From an optimization exercise on the open Yosys and OpenROAD flow, aimed at small area, a short achievable clock period and few clock cycles per item; shortcuts taken in it are not production practice.
Where RTL was checked, it was by simulation tests only, not by an equivalence proof against the original.
Power figures rest on the tool's default switching activity, not on a simulated workload.

lane 1:
## text_line_statistics_top
module text_line_statistics_top #(
   parameter int COUNT_BITS = tls_pkg::COUNT_BITS_DEFAULT
) (
   input  wire logic                           clock,
   input  wire logic                           reset,
   input  wire logic                           req_tvalid,
   output logic                                req_tready,
   input  wire logic [tls_pkg::BYTE_BITS-1:0]  req_tdata,   
   input  wire logic                           req_tuser,   
   output logic                                rsp_tvalid,
   input  wire logic                           rsp_tready,
   output logic [tls_pkg::RSP_BITS-1:0]        rsp_tdata
);
   logic                    s1_data, s1_nl, s1_chr, s1_line, s1_empty, s1_eof;
   logic                    rsp_valid_ff;
   logic                    last, take;
   logic [COUNT_BITS-1:0]   file_bytes, file_lines, file_empty, width_min, width_max;
   logic [7*COUNT_BITS-1:0] words;
   assign take = rsp_valid_ff && rsp_tready;
   tls_in_stage u_in_stage (
      .clock    (clock),
      .reset    (reset),
      .in_valid (req_tvalid),
      .in_ready (req_tready),
      .in_data  (req_tdata),
      .in_eof   (req_tuser),
      .resume   (take),
      .out_data  (s1_data),
      .out_nl    (s1_nl),
      .out_chr   (s1_chr),
      .out_line  (s1_line),
      .out_empty (s1_empty),
      .out_eof   (s1_eof)
   );
   tls_file_stats #(
      .COUNT_BITS (COUNT_BITS)
   ) u_file_stats (
      .clock      (clock),
      .clear      (reset || take),
      .data       (s1_data),
      .nl         (s1_nl),
      .chr        (s1_chr),
      .line       (s1_line),
      .empty      (s1_empty),
      .file_bytes (file_bytes),
  ...
Size: ~1,000 cells after synthesis, roughly 210 I/O pins, about 11,000 um2 of cells after synthesis.
==> module tls_totals, before the edit <==
module tls_totals #(
   parameter int COUNT_BITS = tls_pkg::COUNT_BITS_DEFAULT
) (
   input  wire logic                    clock,
   input  wire logic                    reset,
   input  wire logic                    start,       
   output logic                         done,        
   input  wire logic [COUNT_BITS-1:0]   file_bytes,
   input  wire logic [COUNT_BITS-1:0]   file_lines,
   input  wire logic [COUNT_BITS-1:0]   file_empty,
   output logic [7*COUNT_BITS-1:0]      words
);
   localparam int H = COUNT_BITS / 2;
   localparam int N = 14;
   localparam logic [H-1:0] ALL_ONES = '1;
   logic [H-1:0]          c_ff [0:N-1];
   logic [6:0]            w_ff;        
   logic                  stale_ff;
   logic                  hi_ff, add_ff, max_ff, cin_ff;
   logic                  pick_b_ff, pick_ones_ff, fix_ff;
   logic                  add_lo_ff, min_lo_ff, max_lo_ff;    
   logic [H-1:0]          b_ff;        
   logic [H-1:0]          bh_ff;       
   logic                  run, lo_step, next_word;
   logic                  nw_add, nw_max;
   logic [COUNT_BITS-1:0] nw16;
   logic [H-1:0]          b_raw, b_lo, r, fix;
   logic [H-1:0]          sum;
   logic                  cy, c16, use_sum;
   logic [H-1:0]          r_other;
   assign run       = |w_ff;
   assign lo_step   = run && !hi_ff;
   assign next_word = start || (run && hi_ff);    
   assign done      = w_ff[6] && hi_ff;
   assign nw_add = start || w_ff[0] || w_ff[1];
   assign nw_max = w_ff[3] || w_ff[5];
   logic ld_b_ff, ld_l_ff, ld_e_ff, ld_inv_ff;
   always_ff @(posedge clock) begin
      if (reset || (run && hi_ff && (w_ff[5] || w_ff[6]))) begin
         {ld_b_ff, ld_l_ff, ld_e_ff, ld_inv_ff} <= 4'b1000;         
      end else if (start) begin
         {ld_b_ff, ld_l_ff, ld_e_ff, ld_inv_ff} <= 4'b0100;         
      end else if (run && hi_ff) begin
         ld_b_ff   <= w_ff[1] || w_ff[2];                            
         ld_l_ff   <= w_ff[3] || w_ff[4];                            
         ld_e_ff   <= w_ff[0];                                       
         ld_inv_ff <= !w_ff[0];                                      
      end
   end
   always_comb begin
      nw16 = ({COUNT_BITS{ld_b_ff}} & file_bytes) |
             ({COUNT_BITS{ld_l_ff}} & file_lines) |
             ({COUNT_BITS{ld_e_ff}} & file_empty);
      nw16 = nw16 ^ {COUNT_BITS{ld_inv_ff}};
   end
   function automatic logic [2*H-1:0] prefix(input logic [H-1:0] x, input logic [H-1:0] y);
      logic [H-1:0] g, p, gn, pn;
      g = x & y;
      p = x | y;
      for (int d = 1; d < H; d = d * 2) begin
         gn = g;
         pn = p;
         for (int i = d; i < H; i++) begin
            gn[i] = g[i] | (p[i] & g[i-d]);
            pn[i] = p[i] & p[i-d];
         end
         g = gn;
         p = pn;
      end
      prefix = {g, p};    
   endfunction
   logic [H-1:0] gl, pl, gh, ph, xl;
   assign {gl, pl} = prefix(c_ff[0], b_ff);
   assign {gh, ph} = prefix(c_ff[1], bh_ff);
   assign xl       = (c_ff[0] | b_ff) & ~(c_ff[0] & b_ff);
   always_comb begin
      sum[0] = xl[0] ^ cin_ff;
      for (int i = 1; i < H; i++) begin
         sum[i] = xl[i] ^ (gl[i-1] | (pl[i-1] & cin_ff));
      end
   end
   assign cy  = gl[H-1] | (pl[H-1] & cin_ff);
   assign c16 = (gh[H-1] | (ph[H-1] & gl[H-1])) | (ph[H-1] & pl[H-1] & cin_ff);
   always_ff @(posedge clock) begin
      if (reset) begin
         w_ff     <= '0;
         stale_ff <= 1'b1;
      end else begin
         if (start) begin
            w_ff <= 7'd1;
         end else if (run && hi_ff) begin
            w_ff <= {w_ff[5:0], 1'b0};
         end
         if (done) begin
            stale_ff <= 1'b0;
         end
      end
   end
   always_ff @(posedge clock) begin
      hi_ff <= lo_step;
      if (next_word) begin
         add_ff <= nw_add;
         max_ff <= nw_max;
         b_ff   <= nw16[H-1:0];
         bh_ff  <= nw16[COUNT_BITS-1:H];
      end else begin
         b_ff   <= bh_ff;
      end
      cin_ff       <= next_word ? !nw_add : cy;
      add_lo_ff    <= next_word && nw_add;
      min_lo_ff    <= next_word && !nw_add && !nw_max;
      max_lo_ff    <= next_word && nw_max;
      pick_b_ff    <= stale_ff || (min_lo_ff && c16) || (max_lo_ff && !c16);
      pick_ones_ff <= add_lo_ff && c16;
      fix_ff       <= !stale_ff && (((add_lo_ff || min_lo_ff) && c16) || (max_lo_ff && !c16));
   end
   assign b_raw = add_ff ? b_ff : ~b_ff;
   assign use_sum = add_ff && !pick_b_ff && !pick_ones_ff;
   always_comb begin
      if (pick_b_ff)         r_other = b_raw;
      else if (pick_ones_ff) r_other = ALL_ONES;
      else                   r_other = c_ff[0];
   end
   assign r = use_sum ? sum : r_other;
   always_comb begin
      if (w_ff[0] || w_ff[3] || w_ff[4])      b_lo = file_bytes[H-1:0];
      else if (w_ff[1] || w_ff[5] || w_ff[6]) b_lo = file_lines[H-1:0];
      else                                    b_lo = file_empty[H-1:0];
   end
   assign fix = fix_ff ? (add_ff ? ALL_ONES : b_lo) : c_ff[N-1];
   always_ff @(posedge clock) begin
      if (run) begin
         for (int i = 0; i < N - 2; i++) begin
            c_ff[i] <= c_ff[i+1];
         end
         c_ff[N-2] <= fix;
         c_ff[N-1] <= r;
      end
   end
   always_comb begin
      for (int i = 0; i < N; i++) begin
         words[i*H +: H] = c_ff[i];
      end
   end
endmodule
export LEC_CHECK = 0
export CAP_MARGIN = 20
export CORE_MARGIN = 2
export CORE_UTILIZATION = 55
export SETUP_SLACK_MARGIN = 1.45
export SLEW_MARGIN = 20
create_clock -name core_clock -period 3.5 [get_ports {clock}]
standard.sh (not shown) runs the stock make flow with config.mk's settings and CLKGATE_MAP_FILE= SYNTH_SCRIPT=/design/flow/synth_recipe.tcl, a recipe that flattens the netlist after the stock synthesis.
==> flow/flow/run.sh <==
#!/bin/bash
# Standard layout, with plain buf_1 cells as the port buffers and a clock tree of larger
# sink clusters without dummy loads.
set -euo pipefail
export BUFFER_PORTS_ARGS="-buffer_cell sky130_fd_sc_hd__buf_1"
export CTS_ARGS="-sink_clustering_enable -repair_clock_nets -dont_use_dummy_load -sink_clustering_size 24 -sink_clustering_max_diameter 80"
bash standard.sh > standard_flow.log 2>&1
Lane 1: PASS, flow complete, no timing, DRC or antenna violations
Testbench counts of lane 1, summed over its fixed seeds: cycles 102,685, items 100,653.
#### Input delta (lane 2 over lane 1)
--- a/flow/design.v
+++ b/flow/design.v
@@ -191,7 +191,10 @@
    logic [H-1:0]          c_ff [0:N-1];
    logic [6:0]            w_ff;        
    logic                  stale_ff;
-   logic                  hi_ff, add_ff, max_ff, cin_ff;
+   logic                  hi_ff, add_ff, max_ff;
+   logic [H-1:0]          sum_ff;      
+   logic                  cy_ff;       
+   logic                  c16_ff;      
    logic                  pick_b_ff, pick_ones_ff, fix_ff;
    logic                  add_lo_ff, min_lo_ff, max_lo_ff;    
    logic [H-1:0]          b_ff;        
@@ -200,22 +203,21 @@
    logic                  nw_add, nw_max;
    logic [COUNT_BITS-1:0] nw16;
    logic [H-1:0]          b_raw, b_lo, r, fix;
-   logic [H-1:0]          sum;
-   logic                  cy, c16, use_sum;
+   logic                  use_sum;
    logic [H-1:0]          r_other;
    assign run       = |w_ff;
    assign lo_step   = run && !hi_ff;
-   assign next_word = start || (run && hi_ff);    
+   assign next_word = start || hi_ff;             
    assign done      = w_ff[6] && hi_ff;
    assign nw_add = start || w_ff[0] || w_ff[1];
    assign nw_max = w_ff[3] || w_ff[5];
    logic ld_b_ff, ld_l_ff, ld_e_ff, ld_inv_ff;
    always_ff @(posedge clock) begin
-      if (reset || (run && hi_ff && (w_ff[5] || w_ff[6]))) begin
+      if (reset || (hi_ff && (w_ff[5] || w_ff[6]))) begin
          {ld_b_ff, ld_l_ff, ld_e_ff, ld_inv_ff} <= 4'b1000;         
       end else if (start) begin
          {ld_b_ff, ld_l_ff, ld_e_ff, ld_inv_ff} <= 4'b0100;         
-      end else if (run && hi_ff) begin
+      end else if (hi_ff) begin
          ld_b_ff   <= w_ff[1] || w_ff[2];                            
          ld_l_ff   <= w_ff[3] || w_ff[4];                            
          ld_e_ff   <= w_ff[0];                                       
@@ -244,26 +246,39 @@
       end
       prefix = {g, p};    
    endfunction
+   logic [H-1:0] a_nx, ah_nx, b_nx, sum_nx;
+   logic         cin_nx, cy_nx, c16_nx;
    logic [H-1:0] gl, pl, gh, ph, xl;
-   assign {gl, pl} = prefix(c_ff[0], b_ff);
-   assign {gh, ph} = prefix(c_ff[1], bh_ff);
-   assign xl       = (c_ff[0] | b_ff) & ~(c_ff[0] & b_ff);
+   assign a_nx   = start ? c_ff[0] : c_ff[1];
+   assign ah_nx  = start ? c_ff[1] : c_ff[2];
+   assign b_nx   = next_word ? nw16[H-1:0] : bh_ff;
+   assign cin_nx = next_word ? !nw_add : cy_ff;
+   assign {gl, pl} = prefix(a_nx, b_nx);
+   assign {gh, ph} = prefix(ah_nx, nw16[COUNT_BITS-1:H]);
+   assign xl       = (a_nx | b_nx) & ~(a_nx & b_nx);
    always_comb begin
-      sum[0] = xl[0] ^ cin_ff;
+      sum_nx[0] = xl[0] ^ cin_nx;
       for (int i = 1; i < H; i++) begin
-         sum[i] = xl[i] ^ (gl[i-1] | (pl[i-1] & cin_ff));
+         sum_nx[i] = xl[i] ^ (gl[i-1] | (pl[i-1] & cin_nx));
       end
    end
-   assign cy  = gl[H-1] | (pl[H-1] & cin_ff);
-   assign c16 = (gh[H-1] | (ph[H-1] & gl[H-1])) | (ph[H-1] & pl[H-1] & cin_ff);
+   assign cy_nx  = gl[H-1] | (pl[H-1] & cin_nx);
+   assign c16_nx = (gh[H-1] | (ph[H-1] & gl[H-1])) | (ph[H-1] & pl[H-1] & cin_nx);
+   always_ff @(posedge clock) begin
+      sum_ff <= sum_nx;
+      cy_ff  <= cy_nx;
+      c16_ff <= c16_nx;
+   end
    always_ff @(posedge clock) begin
       if (reset) begin
          w_ff     <= '0;
+         hi_ff    <= 1'b0;
          stale_ff <= 1'b1;
       end else begin
+         hi_ff <= lo_step;
          if (start) begin
             w_ff <= 7'd1;
-         end else if (run && hi_ff) begin
+         end else if (hi_ff) begin
             w_ff <= {w_ff[5:0], 1'b0};
          end
          if (done) begin
@@ -272,7 +287,6 @@
       end
    end
    always_ff @(posedge clock) begin
-      hi_ff <= lo_step;
       if (next_word) begin
          add_ff <= nw_add;
          max_ff <= nw_max;
@@ -281,13 +295,12 @@
       end else begin
          b_ff   <= bh_ff;
       end
-      cin_ff       <= next_word ? !nw_add : cy;
       add_lo_ff    <= next_word && nw_add;
       min_lo_ff    <= next_word && !nw_add && !nw_max;
       max_lo_ff    <= next_word && nw_max;
-      pick_b_ff    <= stale_ff || (min_lo_ff && c16) || (max_lo_ff && !c16);
-      pick_ones_ff <= add_lo_ff && c16;
-      fix_ff       <= !stale_ff && (((add_lo_ff || min_lo_ff) && c16) || (max_lo_ff && !c16));
+      pick_b_ff    <= stale_ff || (min_lo_ff && c16_ff) || (max_lo_ff && !c16_ff);
+      pick_ones_ff <= add_lo_ff && c16_ff;
+      fix_ff       <= !stale_ff && (((add_lo_ff || min_lo_ff) && c16_ff) || (max_lo_ff && !c16_ff));
    end
    assign b_raw = add_ff ? b_ff : ~b_ff;
    assign use_sum = add_ff && !pick_b_ff && !pick_ones_ff;
@@ -296,7 +309,7 @@
       else if (pick_ones_ff) r_other = ALL_ONES;
       else                   r_other = c_ff[0];
    end
-   assign r = use_sum ? sum : r_other;
+   assign r = use_sum ? sum_ff : r_other;
    always_comb begin
       if (w_ff[0] || w_ff[3] || w_ff[4])      b_lo = file_bytes[H-1:0];
       else if (w_ff[1] || w_ff[5] || w_ff[6]) b_lo = file_lines[H-1:0];
==> comparison <==
Every run in the comparison, lane 2 and lane 1, completed the flow with a clean layout. When lane 2 is measured against lane 1, its detailed-route vias per instance turns out about 0.5% higher. Lane 1 → lane 2: wire length on met3 fell by 14%; number of flip-flops and latches in the synthesized netlist went up by 9. Compared with lane 1, in lane 2 sequential share of layout area now smaller; fraction of layout instances using a drive strength above 1 moved up; synthesized cell count went up 79. Total CTS buffers in lane 2 is 1 above lane 1. Worst setup margin: lane 2 worse than lane 1. Starting density of the core in lane 2 is 0.53 points lower than in lane 1. Comparing lane 2 and lane 1, via count of the first global-routing pass is lower on lane 1. Lane 2: number of gates given a new drive strength after cts 1 above lane 1. Looking at power share of the combinational group, lane 2 sits above lane 1.
No functional check of the RTL was part of lane 2.

==> re-timing with driven ports <==
The flow's constraints put no driver on any port. The routed layouts listed below were extracted and timed again, unchanged, in two steps.
Step 1: set_driving_cell puts a clkbuf_16 on clock and a buf_2 on each other input, an assumption about the parent block.
Step 2, shift: input delay + t, output delay - t, t = (earliest + latest rising clock arrival at the registers) / 2. This alone moves slack from input paths to output paths.
Slacks: ideal / step 1 / step 2; pairs: ideal / step 1.
| run | t, ns | setup WS [ns] | latest minus earliest clock arrival (ns) |
|---|---|---|---|
| lane 1 | 0.513 | 1.456 / 1.456 / 1.204 | 0.024 / 0.024 |
| lane 2 | 0.521 | 1.020 / 1.020 / 1.020 | 0.064 / 0.064 |
After both steps setup and hold are still met in every run listed. For lane 1, which loses most, drivers alone change the setup slack by 0.000 ns; drivers and shift together by -0.252 ns.
